Source: an optimization exercise on an open RTL-to-GDS flow (aim: small area, a short achievable clock period and few clock cycles per item). Production flows keep margins and buffers that such runs may drop.
The RTL was checked by simulation tests, not by an equivalence proof against the original design.

Setup of 05-08:
// triangle_tangent_frame_top
module triangle_tangent_frame_top (
    input  logic               i_clk,
    input  logic               i_rst_n,
    input  logic               i_in_valid,
    output logic               o_in_stall,
    input  logic [23:0]        i_vertex_id,
    input  logic signed [31:0] i_pos_x,
    input  logic signed [31:0] i_pos_y,
    input  logic signed [31:0] i_pos_z,
    input  logic signed [15:0] i_tex_u,
    input  logic signed [15:0] i_tex_v,
    output logic               o_out_valid,
    input  logic               i_out_stall,
    output logic [23:0]        o_out_vertex_id,
    output logic signed [15:0] o_tangent_x,
    output logic signed [15:0] o_tangent_y,
    output logic signed [15:0] o_tangent_z,
    output logic signed [15:0] o_bitangent_x,
    output logic signed [15:0] o_bitangent_y,
    output logic signed [15:0] o_bitangent_z,
    output logic               o_degenerate,
    output logic               o_last_of_triangle
);
make LEC_CHECK=0 ABC_CLOCK_PERIOD_IN_PS=5000 CAP_MARGIN=20 CORE_MARGIN=2 CORE_UTILIZATION=40 SETUP_SLACK_MARGIN=3.5 SLEW_MARGIN=20 finish   # period 10.0 ns
run.sh (not shown) runs the stock make flow with config.mk's settings and CLKGATE_MAP_FILE= SYNTH_SCRIPT=/design/flow/synth_recipe.tcl, a recipe that flattens the netlist after the stock synthesis.
Testbench counts of 05-08, summed over its fixed seeds: cycles 2,880, items 320.
Input changes introduced in 02-11 (baseline for comparison: 05-08):
- TNS_END_PERCENT: unset -> 5
- CORE_UTILIZATION: 40 -> 50
- Comparing 05-08 and 02-11, the higher register-to-register slack is on 05-08.
- Final period utilization was lower in the run labelled 05-08.
- Number of vias in the routed layout was lower in the run labelled 02-11.
- NOTE total detailed-routing wirelength 05-08->02-11 decreased slightly
- 02-11 vs 05-08: area growth from synthesis to layout down in 02-11
- Changes observed in 02-11 relative to 05-08: cell area -3.9%, fraction of cell area in non-clock buffers dropped 1.6 points.
- Taking 05-08 as the reference point, the total of plain and repair buffers excluding clock buffers of 02-11 falls by about 30%.
- Compared with 05-08, 02-11 shows post-CTS resize count lower by about 50%.

## build 61
triangle_tangent_frame_top, a different RTL version from the one above (not shown whole).
Size: ~21000 cells after synthesis, roughly 3200 flip-flops, roughly 280 I/O pins, ~220000 um2 of cells after synthesis.
==> flow/config.mk <==
export PLATFORM = sky130hd
export DESIGN_NAME = triangle_tangent_frame_top
export DESIGN_NICKNAME = triangle_tangent_frame_top
export VERILOG_FILES = /design/flow/design.v
export SDC_FILE = /design/flow/constraint.sdc
export NUM_CORES = 4
export LEC_CHECK = 0
export ABC_CLOCK_PERIOD_IN_PS = 5000
export CAP_MARGIN = 20
export CORE_MARGIN = 2
export CORE_UTILIZATION = 50
export CTS_BUF_LIST = sky130_fd_sc_hd__clkbuf_8
export SETUP_SLACK_MARGIN = 3.0
export SLEW_MARGIN = 20
==> flow/constraint.sdc <==
create_clock -name core_clock -period 10.0 [get_ports {i_clk}]
set_input_delay 2.0000 -clock core_clock [delete_from_list [all_inputs] [get_ports {i_clk}]]
set_output_delay 2.0000 -clock core_clock [all_outputs]
set_load 0.01 [all_outputs]
Testbench counts of build 61, summed over its fixed seeds: cycles 2,872, items 320.
> inputs changed (build 61 -> build 48)
- changing CORE_UTILIZATION from 50 to 45
Notes after the runs:
Taking build 61 as the reference, in build 48 aggregate routed wire length went down by 12 mm; maximum single-stage delay on the critical path was more or less identical; finished layout cell area was more or less identical; worst setup timing slack at the placement stage went down by 0.040 ns. When build 48 is measured against build 61, its met3 wirelength from detailed routing turns out about 3.3% higher.
Modified inputs, build 15 compared to build 48
- CORE_UTILIZATION changed from 45 to 50
- SETUP_SLACK_MARGIN changed from 3.0 to 3.5
==> comparison <==
Met1 layer wirelength in the final routing, build 48 and build 15: higher on build 15
Build 15 against build 48: fraction of standard cell area in multi-input logic was more or less identical, routed wire length went up by about 5%, number of buffers inserted by hold repair at cts was more or less identical.
As far as clock-buffer cell count goes, build 48 and build 15 are indistinguishable; the numbers are identical.
On non-clock inverter instance count of the final layout, build 48 and build 15 are neck and neck.
For build 79, these inputs were changed with respect to build 15:
- SETUP_SLACK_MARGIN: 3.5 -> 2.5
Findings:
- Build 79 against build 15: final worst slack now smaller; final cell count without fillers fell about 2.2%.
Modified inputs, build 90 compared to build 79
- a change of SETUP_SLACK_MARGIN from 2.5 to 4.5
--- outcome ---
- Re number of routed nets with antenna violations: no difference whatsoever between build 90 and build 79.
- Looking only at number of detailed-route iterations in the first pass, and setting everything else aside, the higher value of build 90 and build 79 goes to build 79.
- Compare build 90 and build 79 | via count of the first global-routing pass higher: build 90
- Delta (build 90 minus build 79): synthesized cell count has remained practically unchanged; design area +8.1%.

[afterwards: timing with drivers on the ports]
The flow's constraints put no driver on any port. The routed layouts listed below were extracted and timed again, unchanged, in two steps. Step 1 (the two cells are an assumption about what drives the block):
set clk [get_ports {i_clk}]
set_driving_cell -lib_cell sky130_fd_sc_hd__clkbuf_16 $clk
set_driving_cell -lib_cell sky130_fd_sc_hd__buf_2 [delete_from_list [all_inputs] $clk]
Step 2 also shifts input and output timing later by t, the mid clock arrival at the registers, as if the neighbouring blocks saw the same clock. Three values: no drivers, after step 1, after step 2; two values: the first two.
run	t (ns)	slack for setup (ns)	slew at the worst register clock pin (ns)
05-08	1.117	2.925 / 2.925 / 2.899	0.08 / 0.08
02-11	1.122	2.773 / 2.773 / 2.773	0.07 / 0.07
build 61	1.311	3.139 / 3.139 / 2.986	0.08 / 0.08
build 48	1.324	3.150 / 3.150 / 2.872	0.08 / 0.08
build 15	1.318	3.209 / 3.209 / 3.013	0.08 / 0.08
build 79	1.313	2.768 / 2.768 / 2.768	0.08 / 0.08
build 90	1.292	3.245 / 3.245 / 3.245	0.08 / 0.08
After both steps every run listed still meets setup and hold. The setup slack of build 48, which loses most, moves by 0.000 ns with the drivers and by -0.278 ns with both steps.
